From an optimization exercise on the open Yosys and OpenROAD flow, aimed at small area, a short achievable clock period and few clock cycles per item; shortcuts taken in it are not production practice.

==> inputs of run a <==
==> flow/design.v (excerpt) <==
module lms_weight_update
(
    input  logic                       clk,
    input  logic                       rstn,
    input  logic                       start,      
    input  logic [lms_pkg::ERR_W-1:0]  err,        
    input  logic [lms_pkg::REFS_W-1:0] refs,       
    output logic                       busy,       
    output logic                       done,       
    output logic [lms_pkg::BANK_W-1:0] weights     
);
    logic accept;
    lms_seq u_seq (
        .clk    (clk),
        .rstn   (rstn),
        .start  (start),
        .accept (accept),
        .busy   (busy),
        .done   (done)
    );
    weight_bank u_bank (
        .clk     (clk),
        .rstn    (rstn),
        .err     (err),
        .accept  (accept),
        .refs    (refs),
        .weights (weights)
    );
endmodule
==> flow/config.mk <==
export PLATFORM = sky130hd
export DESIGN_NAME = lms_weight_update
export DESIGN_NICKNAME = lms_weight_update
export VERILOG_FILES = /design/flow/design.v
export SDC_FILE = /design/flow/constraint.sdc
export NUM_CORES = 4
export LEC_CHECK = 0
export CAP_MARGIN = 20
export CORE_MARGIN = 2
export CORE_UTILIZATION = 55
export SETUP_SLACK_MARGIN = 4.0
export SLEW_MARGIN = 20
export SYNTH_HIERARCHICAL = 1
export SYNTH_MINIMUM_KEEP_SIZE = 0
==> flow/constraint.sdc <==
create_clock -name core_clock -period 9.0 [get_ports {clk}]
set_input_delay 1.8000 -clock core_clock [delete_from_list [all_inputs] [get_ports {clk}]]
set_output_delay 1.8000 -clock core_clock [all_outputs]
set_load 0.01 [all_outputs]
standard.sh (not shown) runs the stock make flow with config.mk's settings and CLKGATE_MAP_FILE= SYNTH_SCRIPT=/design/flow/synth_recipe.tcl, a recipe that flattens the netlist after the stock synthesis.
==> flow/flow/run.sh <==
#!/bin/bash
# Standard layout, with plain buffers on the ports instead of the delay
# buffers buffer_ports picks by default.
set -euo pipefail
export BUFFER_PORTS_ARGS="-buffer_cell sky130_fd_sc_hd__buf_2"
bash standard.sh finish > standard_flow.log 2>&1
==> inputs of run b, as changes to run a <==
--- a/flow/design.v
+++ b/flow/design.v
@@ -959,14 +959,18 @@
     assign p_2 = hc_17 ^ fs_111;
     assign g_2 = hc_17 & fs_111;
     assign p_3 = fc_111 ^ fs_112;
     assign g_3 = fc_111 & fs_112;
     assign gi_0 = g_0 | p_0;
-    lms_gp u_gp_0_1 (.gh(g_1), .ph(p_1), .gl(gi_0), .pl(p_0), .g(G0_1), .p(P0_1));
-    lms_gp u_gp_0_3 (.gh(g_3), .ph(p_3), .gl(g_2), .pl(p_2), .g(G0_3), .p(P0_3));
-    lms_gp u_gp_1_2 (.gh(g_2), .ph(p_2), .gl(G0_1), .pl(P0_1), .g(G1_2), .p(P1_2));
-    lms_gp u_gp_1_3 (.gh(G0_3), .ph(P0_3), .gl(G0_1), .pl(P0_1), .g(G1_3), .p(P1_3));
+    assign G0_1 = g_1 | (p_1 & gi_0);
+    assign P0_1 = p_1 & p_0;
+    assign G0_3 = g_3 | (p_3 & g_2);
+    assign P0_3 = p_3 & p_2;
+    assign G1_2 = g_2 | (p_2 & G0_1);
+    assign P1_2 = p_2 & P0_1;
+    assign G1_3 = G0_3 | (P0_3 & G0_1);
+    assign P1_3 = P0_3 & P0_1;
     assign dw[0] = ~p_0;
     assign dw[1] = p_1 ^ gi_0;
     assign dw[2] = p_2 ^ G0_1;
     assign dw[3] = p_3 ^ G1_2;
     assign dk[1] = G1_3;
@@ -977,14 +981,18 @@
     assign p_6 = fc_114 ^ fs_115;
     assign g_6 = fc_114 & fs_115;
     assign p_7 = fc_115 ^ fs_116;
     assign g_7 = fc_115 & fs_116;
     assign gi_4 = g_4 | p_4;
-    lms_gp u_gp_0_5 (.gh(g_5), .ph(p_5), .gl(gi_4), .pl(p_4), .g(G0_5), .p(P0_5));
-    lms_gp u_gp_0_7 (.gh(g_7), .ph(p_7), .gl(g_6), .pl(p_6), .g(G0_7), .p(P0_7));
-    lms_gp u_gp_1_6 (.gh(g_6), .ph(p_6), .gl(G0_5), .pl(P0_5), .g(G1_6), .p(P1_6));
-    lms_gp u_gp_1_7 (.gh(G0_7), .ph(P0_7), .gl(G0_5), .pl(P0_5), .g(G1_7), .p(P1_7));
+    assign G0_5 = g_5 | (p_5 & gi_4);
+    assign P0_5 = p_5 & p_4;
+    assign G0_7 = g_7 | (p_7 & g_6);
+    assign P0_7 = p_7 & p_6;
+    assign G1_6 = g_6 | (p_6 & G0_5);
+    assign P1_6 = p_6 & P0_5;
+    assign G1_7 = G0_7 | (P0_7 & G0_5);
+    assign P1_7 = P0_7 & P0_5;
     assign dw[4] = ~p_4;
     assign dw[5] = p_5 ^ gi_4;
     assign dw[6] = p_6 ^ G0_5;
     assign dw[7] = p_7 ^ G1_6;
     assign dk[2] = G1_7;
@@ -995,14 +1003,18 @@
     assign p_10 = fc_118 ^ fs_119;
     assign g_10 = fc_118 & fs_119;
     assign p_11 = fc_119 ^ fs_120;
     assign g_11 = fc_119 & fs_120;
     assign gi_8 = g_8 | p_8;
-    lms_gp u_gp_0_9 (.gh(g_9), .ph(p_9), .gl(gi_8), .pl(p_8), .g(G0_9), .p(P0_9));
-    lms_gp u_gp_0_11 (.gh(g_11), .ph(p_11), .gl(g_10), .pl(p_10), .g(G0_11), .p(P0_11));
-    lms_gp u_gp_1_10 (.gh(g_10), .ph(p_10), .gl(G0_9), .pl(P0_9), .g(G1_10), .p(P1_10));
-    lms_gp u_gp_1_11 (.gh(G0_11), .ph(P0_11), .gl(G0_9), .pl(P0_9), .g(G1_11), .p(P1_11));
+    assign G0_9 = g_9 | (p_9 & gi_8);
+    assign P0_9 = p_9 & p_8;
+    assign G0_11 = g_11 | (p_11 & g_10);
+    assign P0_11 = p_11 & p_10;
+    assign G1_10 = g_10 | (p_10 & G0_9);
+    assign P1_10 = p_10 & P0_9;
+    assign G1_11 = G0_11 | (P0_11 & G0_9);
+    assign P1_11 = P0_11 & P0_9;
     assign dw[8] = ~p_8;
     assign dw[9] = p_9 ^ gi_8;
     assign dw[10] = p_10 ^ G0_9;
     assign dw[11] = p_11 ^ G1_10;
     assign dk[3] = G1_11;
@@ -1013,14 +1025,18 @@
     assign p_14 = fc_122 ^ fs_123;
     assign g_14 = fc_122 & fs_123;
     assign p_15 = fc_123 ^ fs_124;
     assign g_15 = fc_123 & fs_124;
     assign gi_12 = g_12 | p_12;
-    lms_gp u_gp_0_13 (.gh(g_13), .ph(p_13), .gl(gi_12), .pl(p_12), .g(G0_13), .p(P0_13));
-    lms_gp u_gp_0_15 (.gh(g_15), .ph(p_15), .gl(g_14), .pl(p_14), .g(G0_15), .p(P0_15));
-    lms_gp u_gp_1_14 (.gh(g_14), .ph(p_14), .gl(G0_13), .pl(P0_13), .g(G1_14), .p(P1_14));
-    lms_gp u_gp_1_15 (.gh(G0_15), .ph(P0_15), .gl(G0_13), .pl(P0_13), .g(G1_15), .p(P1_15));
+    assign G0_13 = g_13 | (p_13 & gi_12);
+    assign P0_13 = p_13 & p_12;
+    assign G0_15 = g_15 | (p_15 & g_14);
+    assign P0_15 = p_15 & p_14;
+    assign G1_14 = g_14 | (p_14 & G0_13);
+    assign P1_14 = p_14 & P0_13;
+    assign G1_15 = G0_15 | (P0_15 & G0_13);
+    assign P1_15 = P0_15 & P0_13;
     assign dw[12] = ~p_12;
     assign dw[13] = p_13 ^ gi_12;
     assign dw[14] = p_14 ^ G0_13;
     assign dw[15] = p_15 ^ G1_14;
     assign dk[4] = G1_15;
@@ -1031,14 +1047,18 @@
     assign p_18 = fc_126 ^ fs_127;
     assign g_18 = fc_126 & fs_127;
     assign p_19 = fc_127 ^ fs_128;
     assign g_19 = fc_127 & fs_128;
     assign gi_16 = g_16 | p_16;
-    lms_gp u_gp_0_17 (.gh(g_17), .ph(p_17), .gl(gi_16), .pl(p_16), .g(G0_17), .p(P0_17));
-    lms_gp u_gp_0_19 (.gh(g_19), .ph(p_19), .gl(g_18), .pl(p_18), .g(G0_19), .p(P0_19));
-    lms_gp u_gp_1_18 (.gh(g_18), .ph(p_18), .gl(G0_17), .pl(P0_17), .g(G1_18), .p(P1_18));
-    lms_gp u_gp_1_19 (.gh(G0_19), .ph(P0_19), .gl(G0_17), .pl(P0_17), .g(G1_19), .p(P1_19));
+    assign G0_17 = g_17 | (p_17 & gi_16);
+    assign P0_17 = p_17 & p_16;
+    assign G0_19 = g_19 | (p_19 & g_18);
+    assign P0_19 = p_19 & p_18;
+    assign G1_18 = g_18 | (p_18 & G0_17);
+    assign P1_18 = p_18 & P0_17;
+    assign G1_19 = G0_19 | (P0_19 & G0_17);
+    assign P1_19 = P0_19 & P0_17;
     assign dw[16] = ~p_16;
     assign dw[17] = p_17 ^ gi_16;
     assign dw[18] = p_18 ^ G0_17;
     assign dw[19] = p_19 ^ G1_18;
     assign dk[5] = G1_19;
@@ -1049,14 +1069,18 @@
     assign p_22 = fc_130 ^ fs_131;
     assign g_22 = fc_130 & fs_131;
     assign p_23 = fs_132 ^ fc_131;
     assign g_23 = fs_132 & fc_131;
     assign gi_20 = g_20 | p_20;
-    lms_gp u_gp_0_21 (.gh(g_21), .ph(p_21), .gl(gi_20), .pl(p_20), .g(G0_21), .p(P0_21));
-    lms_gp u_gp_0_23 (.gh(g_23), .ph(p_23), .gl(g_22), .pl(p_22), .g(G0_23), .p(P0_23));
-    lms_gp u_gp_1_22 (.gh(g_22), .ph(p_22), .gl(G0_21), .pl(P0_21), .g(G1_22), .p(P1_22));
-    lms_gp u_gp_1_23 (.gh(G0_23), .ph(P0_23), .gl(G0_21), .pl(P0_21), .g(G1_23), .p(P1_23));
+    assign G0_21 = g_21 | (p_21 & gi_20);
+    assign P0_21 = p_21 & p_20;
+    assign G0_23 = g_23 | (p_23 & g_22);
+    assign P0_23 = p_23 & p_22;
+    assign G1_22 = g_22 | (p_22 & G0_21);
+    assign P1_22 = p_22 & P0_21;
+    assign G1_23 = G0_23 | (P0_23 & G0_21);
+    assign P1_23 = P0_23 & P0_21;
     assign dw[20] = ~p_20;
     assign dw[21] = p_21 ^ gi_20;
     assign dw[22] = p_22 ^ G0_21;
     assign dw[23] = p_23 ^ G1_22;
     assign dk[6] = G1_23;
@@ -1067,14 +1091,18 @@
     assign p_26 = qw[26] ^ 1'b1;
     assign g_26 = qw[26] & 1'b1;
     assign p_27 = qw[27] ^ 1'b1;
     assign g_27 = qw[27] & 1'b1;
     assign gi_24 = g_24 | p_24;
-    lms_gp u_gp_0_25 (.gh(g_25), .ph(p_25), .gl(gi_24), .pl(p_24), .g(G0_25), .p(P0_25));
-    lms_gp u_gp_0_27 (.gh(g_27), .ph(p_27), .gl(g_26), .pl(p_26), .g(G0_27), .p(P0_27));
-    lms_gp u_gp_1_26 (.gh(g_26), .ph(p_26), .gl(G0_25), .pl(P0_25), .g(G1_26), .p(P1_26));
-    lms_gp u_gp_1_27 (.gh(G0_27), .ph(P0_27), .gl(G0_25), .pl(P0_25), .g(G1_27), .p(P1_27));
+    assign G0_25 = g_25 | (p_25 & gi_24);
+    assign P0_25 = p_25 & p_24;
+    assign G0_27 = g_27 | (p_27 & g_26);
+    assign P0_27 = p_27 & p_26;
+    assign G1_26 = g_26 | (p_26 & G0_25);
+    assign P1_26 = p_26 & P0_25;
+    assign G1_27 = G0_27 | (P0_27 & G0_25);
+    assign P1_27 = P0_27 & P0_25;
     assign dw[24] = ~p_24;
     assign dw[25] = p_25 ^ gi_24;
     assign dw[26] = p_26 ^ G0_25;
     assign dw[27] = p_27 ^ G1_26;
     assign dk[7] = G1_27;
@@ -1085,14 +1113,18 @@
     assign p_30 = qw[30] ^ 1'b1;
     assign g_30 = qw[30] & 1'b1;
     assign p_31 = qw[31] ^ 1'b1;
     assign g_31 = qw[31] & 1'b1;
     assign gi_28 = g_28 | p_28;
-    lms_gp u_gp_0_29 (.gh(g_29), .ph(p_29), .gl(gi_28), .pl(p_28), .g(G0_29), .p(P0_29));
-    lms_gp u_gp_0_31 (.gh(g_31), .ph(p_31), .gl(g_30), .pl(p_30), .g(G0_31), .p(P0_31));
-    lms_gp u_gp_1_30 (.gh(g_30), .ph(p_30), .gl(G0_29), .pl(P0_29), .g(G1_30), .p(P1_30));
-    lms_gp u_gp_1_31 (.gh(G0_31), .ph(P0_31), .gl(G0_29), .pl(P0_29), .g(G1_31), .p(P1_31));
+    assign G0_29 = g_29 | (p_29 & gi_28);
+    assign P0_29 = p_29 & p_28;
+    assign G0_31 = g_31 | (p_31 & g_30);
+    assign P0_31 = p_31 & p_30;
+    assign G1_30 = g_30 | (p_30 & G0_29);
+    assign P1_30 = p_30 & P0_29;
+    assign G1_31 = G0_31 | (P0_31 & G0_29);
+    assign P1_31 = P0_31 & P0_29;
     assign dw[28] = ~p_28;
     assign dw[29] = p_29 ^ gi_28;
     assign dw[30] = p_30 ^ G0_29;
     assign dw[31] = p_31 ^ G1_30;
     always_ff @(posedge clk or negedge rstn)
@@ -1109,22 +1141,10 @@
         end
     end
     assign kv = {1'b0, 1'b0, 1'b0, ~qk[7], 1'b0, 1'b0, 1'b0, ~qk[6], 1'b0, 1'b0, 1'b0, ~qk[5], 1'b0, 1'b0, 1'b0, ~qk[4], 1'b0, 1'b0, 1'b0, ~qk[3], 1'b0, 1'b0, 1'b0, ~qk[2], 1'b0, 1'b0, 1'b0, ~qk[1], 1'b0, 1'b0, 1'b0, 1'b0};
     assign w  = ~qw + kv;
 endmodule
-module lms_gp
-(
-    input  logic gh,
-    input  logic ph,
-    input  logic gl,
-    input  logic pl,
-    output logic g,
-    output logic p
-);
-    assign g = gh | (ph & gl);
-    assign p = ph & pl;
-endmodule
 module lms_fa
 (
     input  logic a,
     input  logic b,
     input  logic c,
- CORE_UTILIZATION: 55 -> 40
- SETUP_SLACK_MARGIN: 4.0 -> default
==> impl_metrics.toml <==
[grt]
met2_usage_pct = 39.2

[synthesis]
synth_area_mm2 = 0.104

[status]
status = "complete, no violations"

[clock_tree]
post_cts_buffers = 0

[detailed_routing]
wl_met2_mm = 150

[timing]
worst_slack_ns = 2.04

[floorplanning]
tapCellCount = 3402

[cells_and_area]
seq-cell-share_pct = 14.2
The numbers above come from run b.

==> impl_metrics.toml <==
[status]
status = "complete, no violations"

[clock_tree]
post_cts_buffers = 468

[grt]
met2_usage_pct = 56.6

[placed_design]
placed_area_mm2 = 0.117

[timing]
worst_slack_ns = 3.77
The numbers above come from run a.

Function was not checked in any run of this note: the RTL went through the layout flow alone.

re-timing with driven ports:
The flow's constraints put no driver on any port. The routed layouts listed below were extracted and timed again, unchanged, in two steps. Step 1 (the two cells are an assumption about what drives the block):
set clk [get_ports {clk}]
set_driving_cell -lib_cell sky130_fd_sc_hd__clkbuf_16 $clk
set_driving_cell -lib_cell sky130_fd_sc_hd__buf_2 [delete_from_list [all_inputs] $clk]
Step 2, shift: input delay + t, output delay - t, t = (earliest + latest rising clock arrival at the registers) / 2. This alone moves slack from input paths to output paths. Three values: ideal, step 1, step 2; two values: the first two.
| run | t, ns | setup WS [ns] | worst setup path after step 2 | worst register clock-pin slew, ns |
|---|---|---|---|---|
| run a | 0.839 | 3.772 / 3.356 / 2.517 | input to register | 0.07 / 0.07 |
| run b | 0.844 | 2.044 / 2.100 / 1.256 | input to register | 0.06 / 0.06 |
After both steps every run listed still meets setup and hold. For run a, which loses most, drivers alone change the setup slack by -0.416 ns; drivers and shift together by -1.255 ns.
